Source: an optimization exercise on an open RTL-to-GDS flow (aim: small area and a short achievable clock period). Production flows keep margins and buffers that such runs may drop. RTL that was checked went through simulation tests only; none was proved equivalent to the original.

== v35 ==
==> flow/design.v <==
module rsi_top
(
    input  logic   clk,
    input  logic   reset,
    input  logic [16-1:0] price,
    input  logic   price_valid,
    input  logic   eod,
    output logic   rsi_valid,
    output logic [7-1:0]   rsi,
    output logic   buy,
    output logic   sell
);
    localparam int PW    = 16;
    localparam int SW    = 20;
    localparam int N     = 14;
    localparam int QW    = 7;
    localparam int XW    = 27;
    logic          take;
    logic [PW-1:0] prev;
    logic          have_prev;
    logic [3:0]    cnt;           
    logic [PW:0]   diff;
    logic          up;            
    logic [PW-1:0] code;          
    logic          mv_valid;
    logic          mv_first, mv_full, mv_out;
    logic          mv_up;
    logic [PW-1:0] mv_code;
    assign take = price_valid && !eod;
    assign diff = {1'b0, price} - {1'b0, prev};
    assign up   = !diff[PW];
    assign code = diff[PW-1:0] ^ {PW{!up}};
    always_ff @(posedge clk) begin
        if (take) prev <= price;
        mv_code  <= code;
        mv_up    <= up;
        mv_first <= (cnt == 4'd0);
        mv_full  <= (cnt == 4'(N));
        mv_out   <= (cnt >= 4'(N - 1));
    end
    always_ff @(posedge clk or posedge reset) begin
        if (reset) begin
            have_prev <= 1'b0;
            cnt       <= '0;
            mv_valid  <= 1'b0;
        end else if (eod) begin
            have_prev <= 1'b0;
            cnt       <= '0;
            mv_valid  <= 1'b0;
        end else begin
            mv_valid <= take && have_prev;
            if (take) have_prev <= 1'b1;
            if (take && have_prev && cnt != 4'(N)) cnt <= cnt + 4'd1;
        end
    end
    logic [PW:0]   win [N];       
    logic [SW-1:0] tsum, gsum;
    logic          sums_valid;
    logic [PW-1:0] old_code;
    logic          old_up;
    logic [SW-1:0] t_base, g_base;
    logic [SW-1:0] t_next, g_next;
    logic [PW-1:0] g_new, g_old;
    assign old_code = mv_full ? win[N-1][PW-1:0] : '0;
    assign old_up   = mv_full ? win[N-1][PW]     : 1'b1;
    assign t_base   = mv_first ? '0 : tsum;
    assign g_base   = mv_first ? '0 : gsum;
    assign g_new    = mv_up ? mv_code : '0;
    assign g_old    = old_up ? old_code : '0;
    logic [SW-1:0] new_ext, old_ext, gn_ext, go_ext;
    assign new_ext = {{(SW-PW){1'b0}}, mv_code};
    assign old_ext = {{(SW-PW){1'b0}}, old_code};
    assign gn_ext  = {{(SW-PW){1'b0}}, g_new};
    assign go_ext  = {{(SW-PW){1'b0}}, g_old};
    assign t_next = t_base + new_ext + ~old_ext + {{(SW-1){1'b0}}, !mv_up} + {{(SW-1){1'b0}}, old_up};
    assign g_next = g_base + gn_ext - go_ext;
    always_ff @(posedge clk) begin
        if (mv_valid) begin
            win[0] <= {mv_up, mv_code};
            for (int i = 1; i < N; i++) win[i] <= win[i-1];
            tsum <= t_next;
            gsum <= g_next;
        end
    end
    always_ff @(posedge clk or posedge reset) begin
        if (reset) sums_valid <= 1'b0;
        else       sums_valid <= mv_valid && mv_out;
    end
    localparam logic [6:0] REG_AFTER = 7'b1111110;
    localparam bit         MUL_REG   = 1'b1;
    logic [XW-1:0] dvd;
    logic [SW-1:0] dvs;
    logic          dv_valid;
    generate
        if (MUL_REG) begin : g_mul_reg
            always_ff @(posedge clk) begin
                dvd <= XW'(gsum) * XW'(100);
                dvs <= tsum;
            end
            always_ff @(posedge clk or posedge reset) begin
                if (reset) dv_valid <= 1'b0;
                else       dv_valid <= sums_valid;
            end
        end else begin : g_mul_wire
            assign dvd      = XW'(gsum) * XW'(100);
            assign dvs      = tsum;
            assign dv_valid = sums_valid;
        end
    endgenerate
    logic [SW:0]   hi_in  [7];    
    logic [XW-1:0] lo_in  [7];    
    logic [SW-1:0] dv_in  [7];
    logic [6:0]    q_in   [7];
    logic          v_in   [7];
    logic [SW-1:0] hi_out [7];
    logic [6:0]    q_out  [7];
    logic [SW-1:0] hi_r   [7];
    logic [XW-1:0] lo_r   [7];
    logic [SW-1:0] dv_r   [7];
    logic [6:0]    q_r    [7];
    logic          v_r    [7];
    genvar j;
    generate
        for (j = 6; j >= 0; j--) begin : g_step
            logic [SW:0] trial;
            logic        fits;
            if (j == 6) begin : g_first
                assign hi_in[j] = dvd[XW-1:6];
                assign lo_in[j] = XW'(dvd[5:0]);
                assign dv_in[j] = dvs;
                assign q_in[j]  = '0;
                assign v_in[j]  = dv_valid;
            end else begin : g_next
                logic [SW-1:0] h;
                logic [XW-1:0] l;
                logic [SW-1:0] d;
                logic [6:0]    q;
                logic          v;
                if (REG_AFTER[j+1]) begin : g_reg
                    assign h = hi_r[j+1];
                    assign l = lo_r[j+1];
                    assign d = dv_r[j+1];
                    assign q = q_r[j+1];
                    assign v = v_r[j+1];
                end else begin : g_wire
                    assign h = hi_out[j+1];
                    assign l = lo_in[j+1];
                    assign d = dv_in[j+1];
                    assign q = q_out[j+1];
                    assign v = v_in[j+1];
                end
                assign hi_in[j] = {h, l[j]};
                assign lo_in[j] = l;
                assign dv_in[j] = d;
                assign q_in[j]  = q;
                assign v_in[j]  = v;
            end
            assign trial     = hi_in[j] - {1'b0, dv_in[j]};
            assign fits      = !trial[SW];
            assign hi_out[j] = fits ? trial[SW-1:0] : hi_in[j][SW-1:0];
            assign q_out[j]  = q_in[j] | (7'(fits) << j);
            if (REG_AFTER[j]) begin : g_preg
                always_ff @(posedge clk) begin
                    hi_r[j] <= hi_out[j];
                    lo_r[j] <= XW'(lo_in[j][(j > 0 ? j : 1)-1:0]);
                    dv_r[j] <= dv_in[j];
                    q_r[j]  <= q_out[j];
                end
                always_ff @(posedge clk or posedge reset) begin
                    if (reset) v_r[j] <= 1'b0;
                    else       v_r[j] <= v_in[j];
                end
            end
        end
    endgenerate
    logic [6:0] q_fin;
    logic       v_fin;
    logic [6:0] rsi_d;
    assign q_fin = q_out[0];
    assign v_fin = v_in[0];
    assign rsi_d = (q_fin == 7'd127) ? 7'd50 : q_fin;
    always_ff @(posedge clk) begin
        rsi <= rsi_d;
    end
    always_ff @(posedge clk or posedge reset) begin
        if (reset) begin
            rsi_valid <= 1'b0;
            buy       <= 1'b0;
            sell      <= 1'b0;
        end else begin
            rsi_valid <= v_fin;
            buy       <= v_fin && (rsi_d < 7'(30));
            sell      <= v_fin && (rsi_d > 7'(70));
        end
    end
endmodule
clock: 6.5 ns
lec_check: 0
cap_margin: 20
core_margin: 2
core_utilization: 40
setup_slack_margin: 3.0
slew_margin: 20
run.sh (not shown) runs the stock make flow with config.mk's settings and CLKGATE_MAP_FILE= SYNTH_SCRIPT=/design/flow/synth_recipe.tcl, a recipe that flattens the netlist after the stock synthesis.
Both conditions hold for v35: the flow ran to the end and the final layout passed the timing, DRC and antenna checks.
What v18 does differently from v35 at the input level:
Settings: a change of SETUP_SLACK_MARGIN from 3.0 to 4.0.
v18 leaves less setup margin than v35. The core of v18 is more densely filled than that of v35. Comparing v35 and v18, sequential share of layout area is lower on v18. Per the comparison of v18 with v35, maximum frequency -about 1.3%; synthesized area per cell ~0 delta; design area +3500 sq um; routed wire length +12000 microns; area growth from synthesis to final layout +12 points. Maximum fanout along the worst path: v18 vs v35 up 2.
For v16, these inputs were changed with respect to v18:
Settings: SETUP_SLACK_MARGIN changed from 4.0 to 3.5.
Results
Slowest cell on the critical path: sky130_fd_sc_hd__edfxtp_1 -> v16, sky130_fd_sc_hd__fa_1 -> v18. v16 ends up with a clock skew that is 0.0034 ns lower than in v18. Re first-iteration DRC count: v18 was lower than v16. Measured against each other, v18 and v16 differ in met2 layer usage reported by global route, the higher figure coming from v18.
Function was not checked in any run of this note: the RTL went through the layout flow alone.

---

RTL: the design.v shown in full above, as it stands there.
clock: 6.5 ns
lec_check: 0
abc_area: 1
cap_margin: 20
core_margin: 2
core_utilization: 40
slew_margin: 20
Next try:
- ABC_AREA: 1 -> default
Worst setup slack gets worse by 0.70 ns.
Count of clock-buffer cells in the layout goes down by 1.
Global-route usage goes down by 5.6 points.
Next try:
- ABC_AREA: default -> 1
- SETUP_SLACK_MARGIN: default -> 3.0
=> Count of clock-buffer cells in the layout came out higher by 6. Wire length came out higher by 58%. Hold slack gets worse by 0.0085 ns. Die area came out higher by 10%. Cell area came out higher by 9.7%.
No functional check of the RTL was part of any run of this note.

---

rsi_top, a different RTL version from the one above (not shown whole).
For scale: ~650 flip-flops.
clock: 6.5 ns
lec_check: 0
cap_margin: 20
core_margin: 2
core_utilization: 40
cts_buf_list: sky130_fd_sc_hd__clkbuf_4
setup_slack_margin: 3.0
slew_margin: 20
Then changed:
- CTS_BUF_LIST: sky130_fd_sc_hd__clkbuf_4 -> unset
- CTS_CLUSTER_DIAMETER: unset -> 120
- CTS_CLUSTER_SIZE: unset -> 30
The new run produced a clean layout.
Cell area came out lower by about 4.4%.
Register-to-register slack gains 0.02 ns.
Via count came out lower by about 5.6%.
Die area is unchanged.
Worst setup slack gains 0.020 ns.
Then changed:
- CTS_CLUSTER_DIAMETER: 120 -> unset
- CTS_CLUSTER_SIZE: 30 -> unset
- SETUP_SLACK_MARGIN: 3.0 -> 3.4
- core utilization increases by 4.6 points
- setup slack gains 0.097 ns
- wire length rises by 8.8%
- sequential cell count is unchanged
- final cell count went up by 5.0%
- synthesized area is unchanged
Then changed:
- CTS_BUF_LIST: unset -> sky130_fd_sc_hd__clkbuf_8
- SETUP_SLACK_MARGIN: 3.4 -> 3.0
- cell count hardly moves
- worst setup slack degrades by 0.13 ns
- utilization goes down by 2.3 points
- wire length drops by a few percent
- register-to-register slack loses 0.13 ns

---

rsi_top, a different RTL version from the one above (not shown whole).
Size in the first run: roughly 2900 cells after synthesis, ~710 flip-flops, ~30 I/O pins.
clock: 6.5 ns
lec_check: 0
abc_area: 1
cap_margin: 20
core_margin: 2
core_utilization: 40
cts_cluster_diameter: 110
cts_cluster_size: 28
setup_slack_margin: 3.75
slew_margin: 20
Edit:
- CORE_UTILIZATION: 40 -> 55
- PLACE_DENSITY: not set -> 0.75
- SETUP_SLACK_MARGIN: 3.75 -> 3.9
After rerunning: Fmax came out lower by 1.0%. Die area came out lower by 27%. Count of clock-buffer cells in the layout came out lower by 4. Synthesized cell count stays the same. Global-route usage came out higher by 5.9 points. Utilization came out higher by 16 points. Routed wire length came out lower by 0.84%. Sequential share of layout area came out higher by 0.31 points. Hold slack degrades by 0.0040 ns. Design area came out lower by 0.50%.
Edit:
- CORE_UTILIZATION: 55 -> 40
- PLACE_DENSITY: 0.75 -> not set
- TNS_END_PERCENT: not set -> 20
=> First-iteration DRC count falls by 1.7%. Clock-buffer cell count rises by 4. Die area climbs by 37%. Hold slack is worse by 0.0045 ns. Sequential share of layout area falls by 0.30 points. Synthesized cell count does not change. Worst setup slack gets worse by 0.16 ns.
Edit:
- CAP_MARGIN: 20 -> 10
- SLEW_MARGIN: 20 -> 10
- TNS_END_PERCENT: 20 -> not set
The changed run ran to the end with no violations.
Global-route usage came out higher by 0.11 points.
Cell count is about the same.
Via count came out higher by 0.56%.
Count of clock-buffer cells in the layout came out lower by 2.
Setup slack improved by 0.28 ns.
Final area came out higher by 0.81%.
Area after synthesis stays the same.
Register-to-register slack improved by 0.18 ns.
Edit:
- CAP_MARGIN: 10 -> 20
- SLEW_MARGIN: 10 -> 20
What happened: The changed run passed the timing, DRC and antenna checks. Setup slack does not change. Critical path depth is unchanged. Via count does not change. Final cell count does not change. Final area is unchanged. Area after synthesis is unchanged. Routed wire length is unchanged. Core utilization stays the same. Clock skew is unchanged.

==> static timing again, ports no longer ideal <==
Ports are ideal in the flow. The routed layouts listed here were re-timed in OpenROAD.
Step 1 sets driving cells, clkbuf_16 on the clock port and buf_2 on the other inputs (assumed; they add their load-dependent delay and slew).
Step 2, shift: input delay + t, output delay - t, t = (earliest + latest rising clock arrival at the registers) / 2. This alone moves slack from input paths to output paths.
Slacks: ideal ports / drivers / drivers and shift; pairs: ideal ports / drivers.
run | t, ns | slack for setup (ns) | slew at the worst register clock pin (ns)
v35 | 0.651 | 2.897 / 2.897 / 2.501 | 0.06 / 0.06
v18 | 0.676 | 2.850 / 2.850 / 2.850 | 0.06 / 0.06
v16 | 0.669 | 2.998 / 2.998 / 2.915 | 0.06 / 0.06
the first run of note 2 | 0.669 | 2.845 / 2.845 / 2.845 | 0.07 / 0.07
the second run of note 2 | 0.653 | 2.148 / 2.148 / 1.765 | 0.06 / 0.06
the third run of note 2 | 0.670 | 3.153 / 3.153 / 2.928 | 0.06 / 0.06
the first run of note 3 | 1.016 | 2.983 / 2.983 / 2.131 | 0.08 / 0.08
the second run of note 3 | 0.642 | 3.003 / 3.003 / 2.435 | 0.12 / 0.12
the third run of note 3 | 0.673 | 3.100 / 3.100 / 2.808 | 0.06 / 0.06
the fourth run of note 3 | 0.758 | 2.968 / 2.968 / 2.392 | 0.07 / 0.07
the first run of note 4 | 0.686 | 3.883 / 3.857 / 3.883 | 0.12 / 0.12
the second run of note 4 | 0.665 | 3.857 / 3.857 / 3.857 | 0.12 / 0.12
the third run of note 4 | 0.685 | 3.693 / 3.635 / 3.834 | 0.12 / 0.12
the fourth run of note 4 | 0.684 | 3.976 / 3.915 / 4.006 | 0.11 / 0.11
the fifth run of note 4 | 0.684 | 3.976 / 3.915 / 4.006 | 0.11 / 0.11
After both steps setup and hold are still met in every run listed. For the first run of note 3, which loses most, drivers alone change the setup slack by 0.000 ns; drivers and shift together by -0.852 ns.
